This is an optimization exercise on Yosys and OpenROAD, whose aim is small area and few clock cycles, not a production implementation.
Function was checked by simulation only, so behaviour that the tests miss may differ from the original.
Power is estimated from default activity; no workload was simulated.

**run.sh**
```bash
#!/bin/bash
# synth_recipe.tcl (not shown) runs the flow's synth.tcl, then flattens the netlist and writes it again
# the make line also repeats each setting of config.mk as NAME=value (left out here)
make -C /OpenROAD-flow-scripts/flow DESIGN_CONFIG=/design/flow/config.mk WORK_HOME=/design/flow/orfs CLKGATE_MAP_FILE= SYNTH_SCRIPT=/design/flow/synth_recipe.tcl finish
```
**constraint.sdc**
```tcl
create_clock -name core_clock -period 6.0 [get_ports {clock}]
set_input_delay 1.2000 -clock core_clock [delete_from_list [all_inputs] [get_ports {clock}]]
set_output_delay 1.2000 -clock core_clock [all_outputs]
set_load 0.01 [all_outputs]
```
**config.mk**
```make
export PLATFORM = sky130hd
export DESIGN_NAME = stable_min_priority_queue
export DESIGN_NICKNAME = stable_min_priority_queue
export VERILOG_FILES = /design/flow/design.v
export SDC_FILE = /design/flow/constraint.sdc
export NUM_CORES = 4
export LEC_CHECK = 0
export CAP_MARGIN = 20
export CORE_MARGIN = 2
export CORE_UTILIZATION = 40
export CTS_CLUSTER_DIAMETER = 90
export CTS_CLUSTER_SIZE = 24
export GPL_TIMING_DRIVEN = 0
export SLEW_MARGIN = 20
export SYNTH_HIERARCHICAL = 1
export SYNTH_MINIMUM_KEEP_SIZE = 0
```
**design.v**
```verilog
`default_nettype none
package smpq_pkg;
   localparam int PRIO_W     = 64;
   localparam int OP_W       = 2;
   localparam int RSP_DATA_W = 16;
   localparam int REQ_DATA_W = PRIO_W + RSP_DATA_W;
   localparam int RSP_USER_W = 3;
   typedef enum logic [OP_W-1:0] {
      OP_PUSH = 2'd0,
      OP_POP  = 2'd1,
      OP_PEEK = 2'd2
   } op_type;
   typedef struct packed {
      logic push;
      logic pop;
   } cell_ctrl_type;
endpackage
`default_nettype wire
`default_nettype none
module smpq_cell
#(
   parameter int PAYLOAD_BITS = 16,
   parameter int RANK_W       = 4,
   parameter bit WRITE_PORT   = 1'b0
) (
   input  wire logic                         clock,
   input  wire logic                         reset,
   input  smpq_pkg::cell_ctrl_type           ctrl,
   input  wire logic                         write,       
   input  wire logic [smpq_pkg::PRIO_W-1:0]  new_prio_n,  
   input  wire logic [PAYLOAD_BITS-1:0]      new_payload,
   input  wire logic [smpq_pkg::PRIO_W-1:0]  new_prio,
   input  wire logic [RANK_W-1:0]            fresh_rank,  
   input  wire logic [smpq_pkg::PRIO_W-1:0]  prev_prio,
   input  wire logic [PAYLOAD_BITS-1:0]      prev_payload,
   input  wire logic [RANK_W-1:0]            prev_rank,
   input  wire logic                         prev_valid,
   input  wire logic                         prev_le,
   input  wire logic                         prev_head,
   output logic [smpq_pkg::PRIO_W-1:0]       prio,
   output logic [PAYLOAD_BITS-1:0]           payload,
   output logic [RANK_W-1:0]                 rank,
   output logic                              valid,
   output logic                              self_le,     
   output logic                              is_head      
);
   logic [smpq_pkg::PRIO_W-1:0] prio_ff;
   logic [PAYLOAD_BITS-1:0]     payload_ff;
   logic [RANK_W-1:0]           rank_ff;
   logic                        valid_ff;
   logic                        take;
   logic                        fresh_ff;    
   logic [RANK_W-1:0]           rank_now;    
   logic le;
   smpq_cmp u_cmp (.k(prio_ff), .n_n(new_prio_n), .le(le));
   assign self_le = valid_ff && le;
   assign rank_now = (WRITE_PORT && fresh_ff) ? fresh_rank : rank_ff;
   assign is_head = valid_ff && (rank_now == '0);
   assign prio    = prio_ff;
   assign payload = payload_ff;
   assign rank    = rank_now;
   assign valid   = valid_ff;
   assign take = WRITE_PORT && write;
   always_ff @(posedge clock) begin
      if (take) begin
         prio_ff    <= new_prio;
         payload_ff <= new_payload;
      end else begin
         prio_ff    <= prev_prio;
         payload_ff <= prev_payload;
      end
   end
   always_ff @(posedge clock) begin
      fresh_ff <= take;
   end
   always_ff @(posedge clock) begin
      if (ctrl.push && !prev_le)
         rank_ff <= prev_rank + 1'b1;
      else if (ctrl.pop)
         rank_ff <= prev_rank - 1'b1;
      else
         rank_ff <= prev_rank;
   end
   always_ff @(posedge clock) begin
      if (reset)
         valid_ff <= 1'b0;
      else if (take)
         valid_ff <= 1'b1;
      else
         valid_ff <= prev_valid && !(ctrl.pop && prev_head);
   end
endmodule
`default_nettype wire
`default_nettype none
module smpq_cmp_leaf (
   input  wire logic k,     
   input  wire logic n_n,   
   output logic      g_n,   
   output logic      p_n    
);
   assign g_n = !(k && n_n);
   assign p_n = !(k || n_n);
endmodule
module smpq_cmp_leaf_g (
   input  wire logic k,
   input  wire logic n_n,
   output logic      g_n
);
   assign g_n = !(k && n_n);
endmodule
module smpq_cmp_node_ni (
   input  wire logic g_hi_n,
   input  wire logic p_hi_n,
   input  wire logic g_lo_n,
   input  wire logic p_lo_n,
   output logic      g,
   output logic      p
);
   smpq_cmp_node_ni_g u_g (.g_hi_n(g_hi_n), .p_hi_n(p_hi_n), .g_lo_n(g_lo_n), .g(g));
   assign p = !(p_hi_n || p_lo_n);
endmodule
module smpq_cmp_node_ni_g (
   input  wire logic g_hi_n,
   input  wire logic p_hi_n,
   input  wire logic g_lo_n,
   output logic      g
);
   assign g = !(g_hi_n && (p_hi_n || g_lo_n));
endmodule
module smpq_cmp_node_pn (
   input  wire logic g_hi,
   input  wire logic p_hi,
   input  wire logic g_lo,
   input  wire logic p_lo,
   output logic      g_n,
   output logic      p_n
);
   smpq_cmp_node_pn_g u_g (.g_hi(g_hi), .p_hi(p_hi), .g_lo(g_lo), .g_n(g_n));
   assign p_n = !(p_hi && p_lo);
endmodule
module smpq_cmp_node_pn_g (
   input  wire logic g_hi,
   input  wire logic p_hi,
   input  wire logic g_lo,
   output logic      g_n
);
   assign g_n = !(g_hi || (p_hi && g_lo));
endmodule
`default_nettype wire
`default_nettype none
module smpq_cmp (
   input  wire logic [63:0] k,     
   input  wire logic [63:0] n_n,   
   output logic             le     
);
   logic l_g_n_63;
   logic l_p_n_63;
   logic l_g_n_62;
   logic l_p_n_62;
   logic n1_g_62;
   logic n1_p_62;
   logic l_g_n_61;
   logic l_p_n_61;
   logic l_g_n_60;
   logic l_p_n_60;
   logic n1_g_60;
   logic n1_p_60;
   logic n2_g_n_60;
   logic n2_p_n_60;
   logic l_g_n_59;
   logic l_p_n_59;
   logic l_g_n_58;
   logic l_p_n_58;
   logic n1_g_58;
   logic n1_p_58;
   logic l_g_n_57;
   logic l_p_n_57;
   logic l_g_n_56;
   logic l_p_n_56;
   logic n1_g_56;
   logic n1_p_56;
   logic n2_g_n_56;
   logic n2_p_n_56;
   logic n3_g_56;
   logic n3_p_56;
   logic l_g_n_55;
   logic l_p_n_55;
   logic l_g_n_54;
   logic l_p_n_54;
   logic n1_g_54;
   logic n1_p_54;
   logic l_g_n_53;
   logic l_p_n_53;
   logic l_g_n_52;
   logic l_p_n_52;
   logic n1_g_52;
   logic n1_p_52;
   logic n2_g_n_52;
   logic n2_p_n_52;
   logic l_g_n_51;
   logic l_p_n_51;
   logic l_g_n_50;
   logic l_p_n_50;
   logic n1_g_50;
   logic n1_p_50;
   logic l_g_n_49;
   logic l_p_n_49;
   logic l_g_n_48;
   logic l_p_n_48;
   logic n1_g_48;
   logic n1_p_48;
   logic n2_g_n_48;
   logic n2_p_n_48;
   logic n3_g_48;
   logic n3_p_48;
   logic n4_g_n_48;
   logic n4_p_n_48;
   logic l_g_n_47;
   logic l_p_n_47;
   logic l_g_n_46;
   logic l_p_n_46;
   logic n1_g_46;
   logic n1_p_46;
   logic l_g_n_45;
   logic l_p_n_45;
   logic l_g_n_44;
   logic l_p_n_44;
   logic n1_g_44;
   logic n1_p_44;
   logic n2_g_n_44;
   logic n2_p_n_44;
   logic l_g_n_43;
   logic l_p_n_43;
   logic l_g_n_42;
   logic l_p_n_42;
   logic n1_g_42;
   logic n1_p_42;
   logic l_g_n_41;
   logic l_p_n_41;
   logic l_g_n_40;
   logic l_p_n_40;
   logic n1_g_40;
   logic n1_p_40;
   logic n2_g_n_40;
   logic n2_p_n_40;
   logic n3_g_40;
   logic n3_p_40;
   logic l_g_n_39;
   logic l_p_n_39;
   logic l_g_n_38;
   logic l_p_n_38;
   logic n1_g_38;
   logic n1_p_38;
   logic l_g_n_37;
   logic l_p_n_37;
   logic l_g_n_36;
   logic l_p_n_36;
   logic n1_g_36;
   logic n1_p_36;
   logic n2_g_n_36;
   logic n2_p_n_36;
   logic l_g_n_35;
   logic l_p_n_35;
   logic l_g_n_34;
   logic l_p_n_34;
   logic n1_g_34;
   logic n1_p_34;
   logic l_g_n_33;
   logic l_p_n_33;
   logic l_g_n_32;
   logic l_p_n_32;
   logic n1_g_32;
   logic n1_p_32;
   logic n2_g_n_32;
   logic n2_p_n_32;
   logic n3_g_32;
   logic n3_p_32;
   logic n4_g_n_32;
   logic n4_p_n_32;
   logic n5_g_32;
   logic n5_p_32;
   logic l_g_n_31;
   logic l_p_n_31;
   logic l_g_n_30;
   logic l_p_n_30;
   logic n1_g_30;
   logic n1_p_30;
   logic l_g_n_29;
   logic l_p_n_29;
   logic l_g_n_28;
   logic l_p_n_28;
   logic n1_g_28;
   logic n1_p_28;
   logic n2_g_n_28;
   logic n2_p_n_28;
   logic l_g_n_27;
   logic l_p_n_27;
   logic l_g_n_26;
   logic l_p_n_26;
   logic n1_g_26;
   logic n1_p_26;
   logic l_g_n_25;
   logic l_p_n_25;
   logic l_g_n_24;
   logic l_p_n_24;
   logic n1_g_24;
   logic n1_p_24;
   logic n2_g_n_24;
   logic n2_p_n_24;
   logic n3_g_24;
   logic n3_p_24;
   logic l_g_n_23;
   logic l_p_n_23;
   logic l_g_n_22;
   logic l_p_n_22;
   logic n1_g_22;
   logic n1_p_22;
   logic l_g_n_21;
   logic l_p_n_21;
   logic l_g_n_20;
   logic l_p_n_20;
   logic n1_g_20;
   logic n1_p_20;
   logic n2_g_n_20;
   logic n2_p_n_20;
   logic l_g_n_19;
   logic l_p_n_19;
   logic l_g_n_18;
   logic l_p_n_18;
   logic n1_g_18;
   logic n1_p_18;
   logic l_g_n_17;
   logic l_p_n_17;
   logic l_g_n_16;
   logic l_p_n_16;
   logic n1_g_16;
   logic n1_p_16;
   logic n2_g_n_16;
   logic n2_p_n_16;
   logic n3_g_16;
   logic n3_p_16;
   logic n4_g_n_16;
   logic n4_p_n_16;
   logic l_g_n_15;
   logic l_p_n_15;
   logic l_g_n_14;
   logic l_p_n_14;
   logic n1_g_14;
   logic n1_p_14;
   logic l_g_n_13;
   logic l_p_n_13;
   logic l_g_n_12;
   logic l_p_n_12;
   logic n1_g_12;
   logic n1_p_12;
   logic n2_g_n_12;
   logic n2_p_n_12;
   logic l_g_n_11;
   logic l_p_n_11;
   logic l_g_n_10;
   logic l_p_n_10;
   logic n1_g_10;
   logic n1_p_10;
   logic l_g_n_9;
   logic l_p_n_9;
   logic l_g_n_8;
   logic l_p_n_8;
   logic n1_g_8;
   logic n1_p_8;
   logic n2_g_n_8;
   logic n2_p_n_8;
   logic n3_g_8;
   logic n3_p_8;
   logic l_g_n_7;
   logic l_p_n_7;
   logic l_g_n_6;
   logic l_p_n_6;
   logic n1_g_6;
   logic n1_p_6;
   logic l_g_n_5;
   logic l_p_n_5;
   logic l_g_n_4;
   logic l_p_n_4;
   logic n1_g_4;
   logic n1_p_4;
   logic n2_g_n_4;
   logic n2_p_n_4;
   logic l_g_n_3;
   logic l_p_n_3;
   logic l_g_n_2;
   logic l_p_n_2;
   logic n1_g_2;
   logic n1_p_2;
   logic l_g_n_1;
   logic l_p_n_1;
   logic l_g_n_0;
   logic n1_g_0;
   logic n2_g_n_0;
   logic n3_g_0;
   logic n4_g_n_0;
   logic n5_g_0;
   logic n6_g_n_0;
   smpq_cmp_leaf u_l63 (.k(k[63]), .n_n(n_n[63]), .g_n(l_g_n_63), .p_n(l_p_n_63));
   smpq_cmp_leaf u_l62 (.k(k[62]), .n_n(n_n[62]), .g_n(l_g_n_62), .p_n(l_p_n_62));
   smpq_cmp_node_ni u_n0 (.g_hi_n(l_g_n_63), .p_hi_n(l_p_n_63), .g_lo_n(l_g_n_62), .p_lo_n(l_p_n_62), .g(n1_g_62), .p(n1_p_62));
   smpq_cmp_leaf u_l61 (.k(k[61]), .n_n(n_n[61]), .g_n(l_g_n_61), .p_n(l_p_n_61));
   smpq_cmp_leaf u_l60 (.k(k[60]), .n_n(n_n[60]), .g_n(l_g_n_60), .p_n(l_p_n_60));
   smpq_cmp_node_ni u_n1 (.g_hi_n(l_g_n_61), .p_hi_n(l_p_n_61), .g_lo_n(l_g_n_60), .p_lo_n(l_p_n_60), .g(n1_g_60), .p(n1_p_60));
   smpq_cmp_node_pn u_n2 (.g_hi(n1_g_62), .p_hi(n1_p_62), .g_lo(n1_g_60), .p_lo(n1_p_60), .g_n(n2_g_n_60), .p_n(n2_p_n_60));
   smpq_cmp_leaf u_l59 (.k(k[59]), .n_n(n_n[59]), .g_n(l_g_n_59), .p_n(l_p_n_59));
   smpq_cmp_leaf u_l58 (.k(k[58]), .n_n(n_n[58]), .g_n(l_g_n_58), .p_n(l_p_n_58));
   smpq_cmp_node_ni u_n3 (.g_hi_n(l_g_n_59), .p_hi_n(l_p_n_59), .g_lo_n(l_g_n_58), .p_lo_n(l_p_n_58), .g(n1_g_58), .p(n1_p_58));
   smpq_cmp_leaf u_l57 (.k(k[57]), .n_n(n_n[57]), .g_n(l_g_n_57), .p_n(l_p_n_57));
   smpq_cmp_leaf u_l56 (.k(k[56]), .n_n(n_n[56]), .g_n(l_g_n_56), .p_n(l_p_n_56));
   smpq_cmp_node_ni u_n4 (.g_hi_n(l_g_n_57), .p_hi_n(l_p_n_57), .g_lo_n(l_g_n_56), .p_lo_n(l_p_n_56), .g(n1_g_56), .p(n1_p_56));
   smpq_cmp_node_pn u_n5 (.g_hi(n1_g_58), .p_hi(n1_p_58), .g_lo(n1_g_56), .p_lo(n1_p_56), .g_n(n2_g_n_56), .p_n(n2_p_n_56));
   smpq_cmp_node_ni u_n6 (.g_hi_n(n2_g_n_60), .p_hi_n(n2_p_n_60), .g_lo_n(n2_g_n_56), .p_lo_n(n2_p_n_56), .g(n3_g_56), .p(n3_p_56));
   smpq_cmp_leaf u_l55 (.k(k[55]), .n_n(n_n[55]), .g_n(l_g_n_55), .p_n(l_p_n_55));
   smpq_cmp_leaf u_l54 (.k(k[54]), .n_n(n_n[54]), .g_n(l_g_n_54), .p_n(l_p_n_54));
   smpq_cmp_node_ni u_n7 (.g_hi_n(l_g_n_55), .p_hi_n(l_p_n_55), .g_lo_n(l_g_n_54), .p_lo_n(l_p_n_54), .g(n1_g_54), .p(n1_p_54));
   smpq_cmp_leaf u_l53 (.k(k[53]), .n_n(n_n[53]), .g_n(l_g_n_53), .p_n(l_p_n_53));
   smpq_cmp_leaf u_l52 (.k(k[52]), .n_n(n_n[52]), .g_n(l_g_n_52), .p_n(l_p_n_52));
   smpq_cmp_node_ni u_n8 (.g_hi_n(l_g_n_53), .p_hi_n(l_p_n_53), .g_lo_n(l_g_n_52), .p_lo_n(l_p_n_52), .g(n1_g_52), .p(n1_p_52));
   smpq_cmp_node_pn u_n9 (.g_hi(n1_g_54), .p_hi(n1_p_54), .g_lo(n1_g_52), .p_lo(n1_p_52), .g_n(n2_g_n_52), .p_n(n2_p_n_52));
   smpq_cmp_leaf u_l51 (.k(k[51]), .n_n(n_n[51]), .g_n(l_g_n_51), .p_n(l_p_n_51));
   smpq_cmp_leaf u_l50 (.k(k[50]), .n_n(n_n[50]), .g_n(l_g_n_50), .p_n(l_p_n_50));
   smpq_cmp_node_ni u_n10 (.g_hi_n(l_g_n_51), .p_hi_n(l_p_n_51), .g_lo_n(l_g_n_50), .p_lo_n(l_p_n_50), .g(n1_g_50), .p(n1_p_50));
   smpq_cmp_leaf u_l49 (.k(k[49]), .n_n(n_n[49]), .g_n(l_g_n_49), .p_n(l_p_n_49));
   smpq_cmp_leaf u_l48 (.k(k[48]), .n_n(n_n[48]), .g_n(l_g_n_48), .p_n(l_p_n_48));
   smpq_cmp_node_ni u_n11 (.g_hi_n(l_g_n_49), .p_hi_n(l_p_n_49), .g_lo_n(l_g_n_48), .p_lo_n(l_p_n_48), .g(n1_g_48), .p(n1_p_48));
   smpq_cmp_node_pn u_n12 (.g_hi(n1_g_50), .p_hi(n1_p_50), .g_lo(n1_g_48), .p_lo(n1_p_48), .g_n(n2_g_n_48), .p_n(n2_p_n_48));
   smpq_cmp_node_ni u_n13 (.g_hi_n(n2_g_n_52), .p_hi_n(n2_p_n_52), .g_lo_n(n2_g_n_48), .p_lo_n(n2_p_n_48), .g(n3_g_48), .p(n3_p_48));
   smpq_cmp_node_pn u_n14 (.g_hi(n3_g_56), .p_hi(n3_p_56), .g_lo(n3_g_48), .p_lo(n3_p_48), .g_n(n4_g_n_48), .p_n(n4_p_n_48));
   smpq_cmp_leaf u_l47 (.k(k[47]), .n_n(n_n[47]), .g_n(l_g_n_47), .p_n(l_p_n_47));
   smpq_cmp_leaf u_l46 (.k(k[46]), .n_n(n_n[46]), .g_n(l_g_n_46), .p_n(l_p_n_46));
   smpq_cmp_node_ni u_n15 (.g_hi_n(l_g_n_47), .p_hi_n(l_p_n_47), .g_lo_n(l_g_n_46), .p_lo_n(l_p_n_46), .g(n1_g_46), .p(n1_p_46));
   smpq_cmp_leaf u_l45 (.k(k[45]), .n_n(n_n[45]), .g_n(l_g_n_45), .p_n(l_p_n_45));
   smpq_cmp_leaf u_l44 (.k(k[44]), .n_n(n_n[44]), .g_n(l_g_n_44), .p_n(l_p_n_44));
   smpq_cmp_node_ni u_n16 (.g_hi_n(l_g_n_45), .p_hi_n(l_p_n_45), .g_lo_n(l_g_n_44), .p_lo_n(l_p_n_44), .g(n1_g_44), .p(n1_p_44));
   smpq_cmp_node_pn u_n17 (.g_hi(n1_g_46), .p_hi(n1_p_46), .g_lo(n1_g_44), .p_lo(n1_p_44), .g_n(n2_g_n_44), .p_n(n2_p_n_44));
   smpq_cmp_leaf u_l43 (.k(k[43]), .n_n(n_n[43]), .g_n(l_g_n_43), .p_n(l_p_n_43));
   smpq_cmp_leaf u_l42 (.k(k[42]), .n_n(n_n[42]), .g_n(l_g_n_42), .p_n(l_p_n_42));
   smpq_cmp_node_ni u_n18 (.g_hi_n(l_g_n_43), .p_hi_n(l_p_n_43), .g_lo_n(l_g_n_42), .p_lo_n(l_p_n_42), .g(n1_g_42), .p(n1_p_42));
   smpq_cmp_leaf u_l41 (.k(k[41]), .n_n(n_n[41]), .g_n(l_g_n_41), .p_n(l_p_n_41));
   smpq_cmp_leaf u_l40 (.k(k[40]), .n_n(n_n[40]), .g_n(l_g_n_40), .p_n(l_p_n_40));
   smpq_cmp_node_ni u_n19 (.g_hi_n(l_g_n_41), .p_hi_n(l_p_n_41), .g_lo_n(l_g_n_40), .p_lo_n(l_p_n_40), .g(n1_g_40), .p(n1_p_40));
   smpq_cmp_node_pn u_n20 (.g_hi(n1_g_42), .p_hi(n1_p_42), .g_lo(n1_g_40), .p_lo(n1_p_40), .g_n(n2_g_n_40), .p_n(n2_p_n_40));
   smpq_cmp_node_ni u_n21 (.g_hi_n(n2_g_n_44), .p_hi_n(n2_p_n_44), .g_lo_n(n2_g_n_40), .p_lo_n(n2_p_n_40), .g(n3_g_40), .p(n3_p_40));
   smpq_cmp_leaf u_l39 (.k(k[39]), .n_n(n_n[39]), .g_n(l_g_n_39), .p_n(l_p_n_39));
   smpq_cmp_leaf u_l38 (.k(k[38]), .n_n(n_n[38]), .g_n(l_g_n_38), .p_n(l_p_n_38));
   smpq_cmp_node_ni u_n22 (.g_hi_n(l_g_n_39), .p_hi_n(l_p_n_39), .g_lo_n(l_g_n_38), .p_lo_n(l_p_n_38), .g(n1_g_38), .p(n1_p_38));
   smpq_cmp_leaf u_l37 (.k(k[37]), .n_n(n_n[37]), .g_n(l_g_n_37), .p_n(l_p_n_37));
   smpq_cmp_leaf u_l36 (.k(k[36]), .n_n(n_n[36]), .g_n(l_g_n_36), .p_n(l_p_n_36));
   smpq_cmp_node_ni u_n23 (.g_hi_n(l_g_n_37), .p_hi_n(l_p_n_37), .g_lo_n(l_g_n_36), .p_lo_n(l_p_n_36), .g(n1_g_36), .p(n1_p_36));
   smpq_cmp_node_pn u_n24 (.g_hi(n1_g_38), .p_hi(n1_p_38), .g_lo(n1_g_36), .p_lo(n1_p_36), .g_n(n2_g_n_36), .p_n(n2_p_n_36));
   smpq_cmp_leaf u_l35 (.k(k[35]), .n_n(n_n[35]), .g_n(l_g_n_35), .p_n(l_p_n_35));
   smpq_cmp_leaf u_l34 (.k(k[34]), .n_n(n_n[34]), .g_n(l_g_n_34), .p_n(l_p_n_34));
   smpq_cmp_node_ni u_n25 (.g_hi_n(l_g_n_35), .p_hi_n(l_p_n_35), .g_lo_n(l_g_n_34), .p_lo_n(l_p_n_34), .g(n1_g_34), .p(n1_p_34));
   smpq_cmp_leaf u_l33 (.k(k[33]), .n_n(n_n[33]), .g_n(l_g_n_33), .p_n(l_p_n_33));
   smpq_cmp_leaf u_l32 (.k(k[32]), .n_n(n_n[32]), .g_n(l_g_n_32), .p_n(l_p_n_32));
   smpq_cmp_node_ni u_n26 (.g_hi_n(l_g_n_33), .p_hi_n(l_p_n_33), .g_lo_n(l_g_n_32), .p_lo_n(l_p_n_32), .g(n1_g_32), .p(n1_p_32));
   smpq_cmp_node_pn u_n27 (.g_hi(n1_g_34), .p_hi(n1_p_34), .g_lo(n1_g_32), .p_lo(n1_p_32), .g_n(n2_g_n_32), .p_n(n2_p_n_32));
   smpq_cmp_node_ni u_n28 (.g_hi_n(n2_g_n_36), .p_hi_n(n2_p_n_36), .g_lo_n(n2_g_n_32), .p_lo_n(n2_p_n_32), .g(n3_g_32), .p(n3_p_32));
   smpq_cmp_node_pn u_n29 (.g_hi(n3_g_40), .p_hi(n3_p_40), .g_lo(n3_g_32), .p_lo(n3_p_32), .g_n(n4_g_n_32), .p_n(n4_p_n_32));
   smpq_cmp_node_ni u_n30 (.g_hi_n(n4_g_n_48), .p_hi_n(n4_p_n_48), .g_lo_n(n4_g_n_32), .p_lo_n(n4_p_n_32), .g(n5_g_32), .p(n5_p_32));
   smpq_cmp_leaf u_l31 (.k(k[31]), .n_n(n_n[31]), .g_n(l_g_n_31), .p_n(l_p_n_31));
   smpq_cmp_leaf u_l30 (.k(k[30]), .n_n(n_n[30]), .g_n(l_g_n_30), .p_n(l_p_n_30));
   smpq_cmp_node_ni u_n31 (.g_hi_n(l_g_n_31), .p_hi_n(l_p_n_31), .g_lo_n(l_g_n_30), .p_lo_n(l_p_n_30), .g(n1_g_30), .p(n1_p_30));
   smpq_cmp_leaf u_l29 (.k(k[29]), .n_n(n_n[29]), .g_n(l_g_n_29), .p_n(l_p_n_29));
   smpq_cmp_leaf u_l28 (.k(k[28]), .n_n(n_n[28]), .g_n(l_g_n_28), .p_n(l_p_n_28));
   smpq_cmp_node_ni u_n32 (.g_hi_n(l_g_n_29), .p_hi_n(l_p_n_29), .g_lo_n(l_g_n_28), .p_lo_n(l_p_n_28), .g(n1_g_28), .p(n1_p_28));
   smpq_cmp_node_pn u_n33 (.g_hi(n1_g_30), .p_hi(n1_p_30), .g_lo(n1_g_28), .p_lo(n1_p_28), .g_n(n2_g_n_28), .p_n(n2_p_n_28));
   smpq_cmp_leaf u_l27 (.k(k[27]), .n_n(n_n[27]), .g_n(l_g_n_27), .p_n(l_p_n_27));
   smpq_cmp_leaf u_l26 (.k(k[26]), .n_n(n_n[26]), .g_n(l_g_n_26), .p_n(l_p_n_26));
   smpq_cmp_node_ni u_n34 (.g_hi_n(l_g_n_27), .p_hi_n(l_p_n_27), .g_lo_n(l_g_n_26), .p_lo_n(l_p_n_26), .g(n1_g_26), .p(n1_p_26));
   smpq_cmp_leaf u_l25 (.k(k[25]), .n_n(n_n[25]), .g_n(l_g_n_25), .p_n(l_p_n_25));
   smpq_cmp_leaf u_l24 (.k(k[24]), .n_n(n_n[24]), .g_n(l_g_n_24), .p_n(l_p_n_24));
   smpq_cmp_node_ni u_n35 (.g_hi_n(l_g_n_25), .p_hi_n(l_p_n_25), .g_lo_n(l_g_n_24), .p_lo_n(l_p_n_24), .g(n1_g_24), .p(n1_p_24));
   smpq_cmp_node_pn u_n36 (.g_hi(n1_g_26), .p_hi(n1_p_26), .g_lo(n1_g_24), .p_lo(n1_p_24), .g_n(n2_g_n_24), .p_n(n2_p_n_24));
   smpq_cmp_node_ni u_n37 (.g_hi_n(n2_g_n_28), .p_hi_n(n2_p_n_28), .g_lo_n(n2_g_n_24), .p_lo_n(n2_p_n_24), .g(n3_g_24), .p(n3_p_24));
   smpq_cmp_leaf u_l23 (.k(k[23]), .n_n(n_n[23]), .g_n(l_g_n_23), .p_n(l_p_n_23));
   smpq_cmp_leaf u_l22 (.k(k[22]), .n_n(n_n[22]), .g_n(l_g_n_22), .p_n(l_p_n_22));
   smpq_cmp_node_ni u_n38 (.g_hi_n(l_g_n_23), .p_hi_n(l_p_n_23), .g_lo_n(l_g_n_22), .p_lo_n(l_p_n_22), .g(n1_g_22), .p(n1_p_22));
   smpq_cmp_leaf u_l21 (.k(k[21]), .n_n(n_n[21]), .g_n(l_g_n_21), .p_n(l_p_n_21));
   smpq_cmp_leaf u_l20 (.k(k[20]), .n_n(n_n[20]), .g_n(l_g_n_20), .p_n(l_p_n_20));
   smpq_cmp_node_ni u_n39 (.g_hi_n(l_g_n_21), .p_hi_n(l_p_n_21), .g_lo_n(l_g_n_20), .p_lo_n(l_p_n_20), .g(n1_g_20), .p(n1_p_20));
   smpq_cmp_node_pn u_n40 (.g_hi(n1_g_22), .p_hi(n1_p_22), .g_lo(n1_g_20), .p_lo(n1_p_20), .g_n(n2_g_n_20), .p_n(n2_p_n_20));
   smpq_cmp_leaf u_l19 (.k(k[19]), .n_n(n_n[19]), .g_n(l_g_n_19), .p_n(l_p_n_19));
   smpq_cmp_leaf u_l18 (.k(k[18]), .n_n(n_n[18]), .g_n(l_g_n_18), .p_n(l_p_n_18));
   smpq_cmp_node_ni u_n41 (.g_hi_n(l_g_n_19), .p_hi_n(l_p_n_19), .g_lo_n(l_g_n_18), .p_lo_n(l_p_n_18), .g(n1_g_18), .p(n1_p_18));
   smpq_cmp_leaf u_l17 (.k(k[17]), .n_n(n_n[17]), .g_n(l_g_n_17), .p_n(l_p_n_17));
   smpq_cmp_leaf u_l16 (.k(k[16]), .n_n(n_n[16]), .g_n(l_g_n_16), .p_n(l_p_n_16));
   smpq_cmp_node_ni u_n42 (.g_hi_n(l_g_n_17), .p_hi_n(l_p_n_17), .g_lo_n(l_g_n_16), .p_lo_n(l_p_n_16), .g(n1_g_16), .p(n1_p_16));
   smpq_cmp_node_pn u_n43 (.g_hi(n1_g_18), .p_hi(n1_p_18), .g_lo(n1_g_16), .p_lo(n1_p_16), .g_n(n2_g_n_16), .p_n(n2_p_n_16));
   smpq_cmp_node_ni u_n44 (.g_hi_n(n2_g_n_20), .p_hi_n(n2_p_n_20), .g_lo_n(n2_g_n_16), .p_lo_n(n2_p_n_16), .g(n3_g_16), .p(n3_p_16));
   smpq_cmp_node_pn u_n45 (.g_hi(n3_g_24), .p_hi(n3_p_24), .g_lo(n3_g_16), .p_lo(n3_p_16), .g_n(n4_g_n_16), .p_n(n4_p_n_16));
   smpq_cmp_leaf u_l15 (.k(k[15]), .n_n(n_n[15]), .g_n(l_g_n_15), .p_n(l_p_n_15));
   smpq_cmp_leaf u_l14 (.k(k[14]), .n_n(n_n[14]), .g_n(l_g_n_14), .p_n(l_p_n_14));
   smpq_cmp_node_ni u_n46 (.g_hi_n(l_g_n_15), .p_hi_n(l_p_n_15), .g_lo_n(l_g_n_14), .p_lo_n(l_p_n_14), .g(n1_g_14), .p(n1_p_14));
   smpq_cmp_leaf u_l13 (.k(k[13]), .n_n(n_n[13]), .g_n(l_g_n_13), .p_n(l_p_n_13));
   smpq_cmp_leaf u_l12 (.k(k[12]), .n_n(n_n[12]), .g_n(l_g_n_12), .p_n(l_p_n_12));
   smpq_cmp_node_ni u_n47 (.g_hi_n(l_g_n_13), .p_hi_n(l_p_n_13), .g_lo_n(l_g_n_12), .p_lo_n(l_p_n_12), .g(n1_g_12), .p(n1_p_12));
   smpq_cmp_node_pn u_n48 (.g_hi(n1_g_14), .p_hi(n1_p_14), .g_lo(n1_g_12), .p_lo(n1_p_12), .g_n(n2_g_n_12), .p_n(n2_p_n_12));
   smpq_cmp_leaf u_l11 (.k(k[11]), .n_n(n_n[11]), .g_n(l_g_n_11), .p_n(l_p_n_11));
   smpq_cmp_leaf u_l10 (.k(k[10]), .n_n(n_n[10]), .g_n(l_g_n_10), .p_n(l_p_n_10));
   smpq_cmp_node_ni u_n49 (.g_hi_n(l_g_n_11), .p_hi_n(l_p_n_11), .g_lo_n(l_g_n_10), .p_lo_n(l_p_n_10), .g(n1_g_10), .p(n1_p_10));
   smpq_cmp_leaf u_l9 (.k(k[9]), .n_n(n_n[9]), .g_n(l_g_n_9), .p_n(l_p_n_9));
   smpq_cmp_leaf u_l8 (.k(k[8]), .n_n(n_n[8]), .g_n(l_g_n_8), .p_n(l_p_n_8));
   smpq_cmp_node_ni u_n50 (.g_hi_n(l_g_n_9), .p_hi_n(l_p_n_9), .g_lo_n(l_g_n_8), .p_lo_n(l_p_n_8), .g(n1_g_8), .p(n1_p_8));
   smpq_cmp_node_pn u_n51 (.g_hi(n1_g_10), .p_hi(n1_p_10), .g_lo(n1_g_8), .p_lo(n1_p_8), .g_n(n2_g_n_8), .p_n(n2_p_n_8));
   smpq_cmp_node_ni u_n52 (.g_hi_n(n2_g_n_12), .p_hi_n(n2_p_n_12), .g_lo_n(n2_g_n_8), .p_lo_n(n2_p_n_8), .g(n3_g_8), .p(n3_p_8));
   smpq_cmp_leaf u_l7 (.k(k[7]), .n_n(n_n[7]), .g_n(l_g_n_7), .p_n(l_p_n_7));
   smpq_cmp_leaf u_l6 (.k(k[6]), .n_n(n_n[6]), .g_n(l_g_n_6), .p_n(l_p_n_6));
   smpq_cmp_node_ni u_n53 (.g_hi_n(l_g_n_7), .p_hi_n(l_p_n_7), .g_lo_n(l_g_n_6), .p_lo_n(l_p_n_6), .g(n1_g_6), .p(n1_p_6));
   smpq_cmp_leaf u_l5 (.k(k[5]), .n_n(n_n[5]), .g_n(l_g_n_5), .p_n(l_p_n_5));
   smpq_cmp_leaf u_l4 (.k(k[4]), .n_n(n_n[4]), .g_n(l_g_n_4), .p_n(l_p_n_4));
   smpq_cmp_node_ni u_n54 (.g_hi_n(l_g_n_5), .p_hi_n(l_p_n_5), .g_lo_n(l_g_n_4), .p_lo_n(l_p_n_4), .g(n1_g_4), .p(n1_p_4));
   smpq_cmp_node_pn u_n55 (.g_hi(n1_g_6), .p_hi(n1_p_6), .g_lo(n1_g_4), .p_lo(n1_p_4), .g_n(n2_g_n_4), .p_n(n2_p_n_4));
   smpq_cmp_leaf u_l3 (.k(k[3]), .n_n(n_n[3]), .g_n(l_g_n_3), .p_n(l_p_n_3));
   smpq_cmp_leaf u_l2 (.k(k[2]), .n_n(n_n[2]), .g_n(l_g_n_2), .p_n(l_p_n_2));
   smpq_cmp_node_ni u_n56 (.g_hi_n(l_g_n_3), .p_hi_n(l_p_n_3), .g_lo_n(l_g_n_2), .p_lo_n(l_p_n_2), .g(n1_g_2), .p(n1_p_2));
   smpq_cmp_leaf u_l1 (.k(k[1]), .n_n(n_n[1]), .g_n(l_g_n_1), .p_n(l_p_n_1));
   smpq_cmp_leaf_g u_l0 (.k(k[0]), .n_n(n_n[0]), .g_n(l_g_n_0));
   smpq_cmp_node_ni_g u_n57 (.g_hi_n(l_g_n_1), .p_hi_n(l_p_n_1), .g_lo_n(l_g_n_0), .g(n1_g_0));
   smpq_cmp_node_pn_g u_n58 (.g_hi(n1_g_2), .p_hi(n1_p_2), .g_lo(n1_g_0), .g_n(n2_g_n_0));
   smpq_cmp_node_ni_g u_n59 (.g_hi_n(n2_g_n_4), .p_hi_n(n2_p_n_4), .g_lo_n(n2_g_n_0), .g(n3_g_0));
   smpq_cmp_node_pn_g u_n60 (.g_hi(n3_g_8), .p_hi(n3_p_8), .g_lo(n3_g_0), .g_n(n4_g_n_0));
   smpq_cmp_node_ni_g u_n61 (.g_hi_n(n4_g_n_16), .p_hi_n(n4_p_n_16), .g_lo_n(n4_g_n_0), .g(n5_g_0));
   smpq_cmp_node_pn_g u_n62 (.g_hi(n5_g_32), .p_hi(n5_p_32), .g_lo(n5_g_0), .g_n(n6_g_n_0));
   assign le = n6_g_n_0;
endmodule
`default_nettype wire
`default_nettype none
module stable_min_priority_queue
#(
   parameter int DEPTH        = 16,
   parameter int PAYLOAD_BITS = 16,
   parameter int WRITE_STRIDE = 2      
) (
   input  wire logic                  clock,
   input  wire logic                  reset,
   input  wire logic                  req_tvalid,
   output logic                       req_tready,
   input  wire logic [smpq_pkg::REQ_DATA_W-1:0] req_tdata,   
   input  wire logic [smpq_pkg::OP_W-1:0]       req_tuser,   
   output logic                       rsp_tvalid,
   input  wire logic                  rsp_tready,
   output logic [smpq_pkg::RSP_DATA_W-1:0]      rsp_tdata,   
   output logic [smpq_pkg::RSP_USER_W-1:0]      rsp_tuser    
);
   localparam int RANK_W = $clog2(DEPTH);
   localparam int CNT_W  = $clog2(DEPTH + 1);
   logic             is_empty, is_full, last_one;
   logic                    accept;
   smpq_pkg::op_type        op;
   logic [smpq_pkg::PRIO_W-1:0] req_prio, req_prio_n;
   logic [PAYLOAD_BITS-1:0] req_payload;
   smpq_pkg::cell_ctrl_type ctrl;
   logic [DEPTH-1:0]        valid, cell_le, cell_head, free_in, free_sel, write;
   logic                    push_wait;
   logic [smpq_pkg::PRIO_W-1:0] cell_prio [DEPTH];
   logic [PAYLOAD_BITS-1:0] cell_payload [DEPTH];
   logic [RANK_W-1:0]       cell_rank [DEPTH];
   logic [PAYLOAD_BITS-1:0] head_payload;
   logic [DEPTH/4-1:0][2:0] grp_count;
   logic [DEPTH/4-1:0][2:0] grp_count_ff;
   logic [RANK_W-1:0]       new_rank;
   logic                  rsp_valid_ff, rsp_valid_in;
   logic [smpq_pkg::RSP_DATA_W-1:0] rsp_data_ff, rsp_data_in;
   logic [smpq_pkg::RSP_USER_W-1:0] rsp_user_ff, rsp_user_in;
   logic                  res_valid, res_empty, res_dropped;
   assign is_empty = (valid == '0);
   assign is_full  = (valid == '1);
   assign last_one = ((valid & ~cell_head) == '0);
   assign push_wait  = (op == smpq_pkg::OP_PUSH) && !is_full && (free_in == '0);
   assign req_tready = (!rsp_valid_ff || rsp_tready) && !push_wait;
   assign accept     = req_tvalid && req_tready;
   assign op          = smpq_pkg::op_type'(req_tuser);
   assign req_prio    = req_tdata[smpq_pkg::PRIO_W-1:0];
   assign req_prio_n  = ~req_prio;
   assign req_payload = req_tdata[smpq_pkg::PRIO_W +: PAYLOAD_BITS];
   always_comb begin
      ctrl        = '0;
      res_valid   = 1'b0;
      res_dropped = 1'b0;
      res_empty   = is_empty;
      case (op)
         smpq_pkg::OP_PUSH: begin
            if (is_full) begin
               res_dropped = 1'b1;
            end else begin
               ctrl.push = accept;
               res_empty = 1'b0;
            end
         end
         smpq_pkg::OP_POP: begin
            if (!is_empty) begin
               ctrl.pop  = accept;
               res_valid = 1'b1;
               res_empty = last_one;
            end
         end
         smpq_pkg::OP_PEEK: begin
            res_valid = !is_empty;
         end
         default: begin
         end
      endcase
   end
   always_comb begin
      for (int i = 0; i < DEPTH; i++)
         free_in[i] = (i % WRITE_STRIDE == 0) && !valid[(i + DEPTH - 1) % DEPTH];
      free_sel = '0;
      for (int i = DEPTH - 1; i >= 0; i--)
         if (free_in[i]) free_sel = DEPTH'(1) << i;
   end
   assign write = ctrl.push ? free_sel : '0;
   always_comb begin
      for (int g = 0; g < DEPTH / 4; g++)
         grp_count[g] = 3'(cell_le[4*g]) + 3'(cell_le[4*g+1])
                      + 3'(cell_le[4*g+2]) + 3'(cell_le[4*g+3]);
   end
   always_ff @(posedge clock) begin
      grp_count_ff <= grp_count;
   end
   always_comb begin
      new_rank = '0;
      for (int g = 0; g < DEPTH / 4; g++) new_rank = new_rank + RANK_W'(grp_count_ff[g]);
   end
   for (genvar i = 0; i < DEPTH; i++) begin : g_cell
      localparam int P = (i + DEPTH - 1) % DEPTH;
      smpq_cell #(
         .PAYLOAD_BITS(PAYLOAD_BITS),
         .RANK_W      (RANK_W),
         .WRITE_PORT  (i % WRITE_STRIDE == 0)
      ) u_cell (
         .clock       (clock),
         .reset       (reset),
         .ctrl        (ctrl),
         .write       (write[i]),
         .new_prio_n  (req_prio_n),
         .new_payload (req_payload),
         .new_prio    (req_prio),
         .fresh_rank  (new_rank),
         .prev_prio   (cell_prio[P]),
         .prev_payload(cell_payload[P]),
         .prev_rank   (cell_rank[P]),
         .prev_valid  (valid[P]),
         .prev_le     (cell_le[P]),
         .prev_head   (cell_head[P]),
         .prio        (cell_prio[i]),
         .payload     (cell_payload[i]),
         .rank        (cell_rank[i]),
         .valid       (valid[i]),
         .self_le     (cell_le[i]),
         .is_head     (cell_head[i])
      );
   end
   always_comb begin
      head_payload = '0;
      for (int i = 0; i < DEPTH; i++)
         head_payload = head_payload | (cell_head[i] ? cell_payload[i] : '0);
   end
   always_comb begin
      rsp_valid_in = rsp_valid_ff;
      rsp_data_in  = rsp_data_ff;
      rsp_user_in  = rsp_user_ff;
      if (accept) begin
         rsp_valid_in = 1'b1;
         rsp_data_in  = res_valid ? head_payload[smpq_pkg::RSP_DATA_W-1:0] : '0;
         rsp_user_in  = {res_dropped, res_empty, res_valid};
      end else if (rsp_tready) begin
         rsp_valid_in = 1'b0;
      end
   end
   always_ff @(posedge clock) begin
      if (reset) begin
         rsp_valid_ff <= 1'b0;
      end else begin
         rsp_valid_ff <= rsp_valid_in;
      end
   end
   always_ff @(posedge clock) begin
      rsp_data_ff <= rsp_data_in;
      rsp_user_ff <= rsp_user_in;
   end
   assign rsp_tvalid = rsp_valid_ff;
   assign rsp_tdata  = rsp_data_ff;
   assign rsp_tuser  = rsp_user_ff;
endmodule
`default_nettype wire
```
==> notes.md <==
Die ar.: 149700 um2
Place WS: 0.1115 ns
Top delay family on crit path: adder cells
Drt pass-1 iters: 5
Hold Slack: 0.3462 ns
Initial antenna violation count: 12
Placed cell areas: 62250 um2
Layout cell share with drive strength beyond 1: 0.1705
Power after layout: 19.09 mW
Total Routed Length: 173700 um
Critical R2R Launch: grp_count_ff[1]$_DFF_P_
Crit-path slowest cell: clkbuf_1
Clock root cell: clkbuf_16
Largest net degree at the start of global routing: 33
Finished Core Util: 0.4422
I/O Buffers: 106
Initial core utilization: 0.4029
CP arrival: 5.75 ns
R2R cell count: 14
Most used cell, CP: fa_1
Avg WL per Cell: 19.33 um
Power per cell area: 296.6 nW/um2
Internal: 13.67 mW
Clk sink count: 1400
Rows: 140
Vias in the first global route: 44550
DR iter-0 viols: 3525
Total gr overflow: 0
Hold Vio Cnt, Final: 0
Placer Congestion: 0.9020
Routed vias: 46990
CTS Buffer Depth: 3
R2R setup slack: 0.72 ns
Post-Syn Nets: 7007
Worst-path maximum fanout: 10
Lkg Pwr: 24.43 nW
DRC viols: 0
Slew HR: 0.1797
Placeable Area: 145600 um2
Synthesized instance count: 6866
IO Count: 107
Max IR drop VDD: 199.0 uV
Nets: 7194
RSZ-0062 raised after global routing: no
Clock latency (worst-skew pair): 0.71 ns
Post-DP HPWL: 122400 um
Min-delay worst type: flop to flop
Post-CTS Setup Repair Bufs: 0
Die span in x: 386.9 um
Max-slew violations: 0
Routed met2 length: 81150 um
Num CTS Buffers: 70
Wire length on met3: 8268 um
Worst path max stage delay: 0.64 ns
WL met1: 77730 um
CTS tree: built
Hold EP: g_cell[11].u_cell.prio_ff[15]$_DFF_P_
Post-route ant nets: 0
First-pass GRT wire length: 261500 um
DIE HEIGHT: 386.9 um
Setup TNS: 0 ns
Area of the mapped netlist: 58650 um2
Worst Path Required: 6.48 ns
Cell total after placement: 8894
Critical Path Source Type: flop
Setup violations, final: 0
Switch share: 0.2839
Post_cts resized: 0
Clk_skew: 0.05314 ns
Hold path cells: 0
Layout area overhead: 9.745%
Hold path startpoint: g_cell[10].u_cell.prio_ff[15]$_DFF_P_
Net switching power: 5.421 mW
Tightest Pin Transition: 1.222 ns
Top sig layer: met5
Endpoint class of the critical path: flop
Setup CP Type: flop to flop
Avg Vias per Cell: 5.228
Tmin final: 5.277 ns
Layout Cells excl Fill: 8989
Max Fclk: 0.1895 GHz
PnR worst setup slack: 0.7235 ns
R2R Path End: rsp_data_ff[8]$_SDFFCE_PN0P_
Hold Buf Count CTS: 0
MaxCap Viol Count: 0
Syn Area/Cell: 8.542 um2
Final Cell Area: 64370 um2
Buf/Inv on CP: 3
Clk pin slew, worst setup/hold paths: 0.10 ns
Crit-path cells: fa_1, fa_1, ha_1, inv_1, fa_1, xnor2_1, xnor2_1, mux2_2, nor4_1, and2_1, buf_2, clkbuf_1, a221oi_1, a31oi_1
Yosys warnings: 12
Gr usage total: 0.2245
Period utilization: 0.8794
H-tree Lvls: 3
Clock group share of total power: 0.287
Sequential power share: 0.567
Comb power frac: 0.147
Status: timing/DRC/antenna clean
## power groups by stage
stage                     logic (mW)  clock network [mW]  registers (mW)
after global routing            3.11                5.91            10.9
final                           2.80                5.48            10.8
after floorplan                 2.03                   0            10.8
after CTS                       2.78                5.59            10.8
after global placement          2.69                   0            11.0
after detailed placement        2.76                   0            11.0
## state kept, by name, summed over array words and instances, names as in the netlist
| register | flops |
|---|---|
| g_cell.u_cell.prio_ff | 1024 |
| g_cell.u_cell.payload_ff | 256 |
| g_cell.u_cell.rank_ff | 64 |
| g_cell.u_cell.valid_ff | 16 |
| rsp_data_ff | 16 |
| grp_count_ff | 12 |
| g_cell.u_cell.fresh_ff | 8 |
| rsp_user_ff | 3 |
| rsp_valid_ff | 1 |
## worst max-delay path by stage
| stage | cells past startpoint | to | from | slack (ns) |
|---|---|---|---|---|
| after detailed placement | 15 | grp_count_ff[1]$_DFF_P_ | req_tdata[6] | 0.11 |
| after global routing | 14 | rsp_data_ff[8]$_SDFFCE_PN0P_ | grp_count_ff[1]$_DFF_P_ | 0.61 |
| after global placement | 7 | g_cell[4].u_cell.rank_ff[1]$_DFF_P_ | req_tuser[0] | -1.27 |
| final | 14 | rsp_data_ff[8]$_SDFFCE_PN0P_ | grp_count_ff[1]$_DFF_P_ | 0.72 |
| after floorplan | 8 | g_cell[11].u_cell.rank_ff[3]$_DFF_P_ | req_tuser[0] | 1.06 |
| after CTS | 14 | rsp_data_ff[8]$_SDFFCE_PN0P_ | grp_count_ff[1]$_DFF_P_ | 0.76 |
## area by class of cell
cell class	instances	area, um2
fillers	14090	81200
inverters	143	536.8
plain buffers	105	536.8
well taps	1917	2399
diodes	3	7.507
repair buffers	115	1255
clock inverters	12	207.7
clock buffers	76	1817
flip-flops and latches	1400	28220
multi-input cells	5218	29390
## placed cells by master (no fill, tap or decap), types with 24 or more instances in the layout
master and instances:
clkbuf_16 72, dfxtp_1 1381, o21ai_0 25, a21oi_2 336
a31oi_1 24, a221oi_1 48, a22oi_1 32, a22o_1 48
clkdlybuf4s50_1 106, xor2_1 24, mux2_2 672, xnor2_1 26
inv_1 142, buf_2 92, nor2b_1 25, nand2_1 1366
o21ai_1 672, and2_1 24, nor2_1 1667, ha_1 45
## routing by layer
metal | track usage | vias up
met5 | 0 | -
met4 | 0.08086 | 12
met3 | 0.03230 | 293
met2 | 0.3774 | 1162
met1 | 0.2924 | 22190
li1 | - | 23340
Testbench counts, summed over its fixed seeds: cycles 12,516.

## afterwards: timing with drivers on the ports
The results above use ideal ports. As a check the final layout listed here was re-extracted and re-timed, cells and wires unchanged.
Step 1 assumes that a clkbuf_16 drives the clock port and a buf_2 every other input.
Step 2, shift: input delay + t, output delay - t, t = (earliest + latest rising clock arrival at the registers) / 2. This alone moves slack from input paths to output paths.
a / b / c = no drivers / after step 1 / after step 2; a / b = the first two.
t, ns: 0.770
setup slack, ns: 0.723 / 0.723 / 0.048
worst setup path at the end: input to register
worst register clock-pin slew, ns: 0.10 / 0.10
worst data-port slew with drivers (ns): 0.14
After both steps setup and hold are still met in this run. The setup slack of this run moves by 0.000 ns with the drivers and by -0.675 ns with both steps.
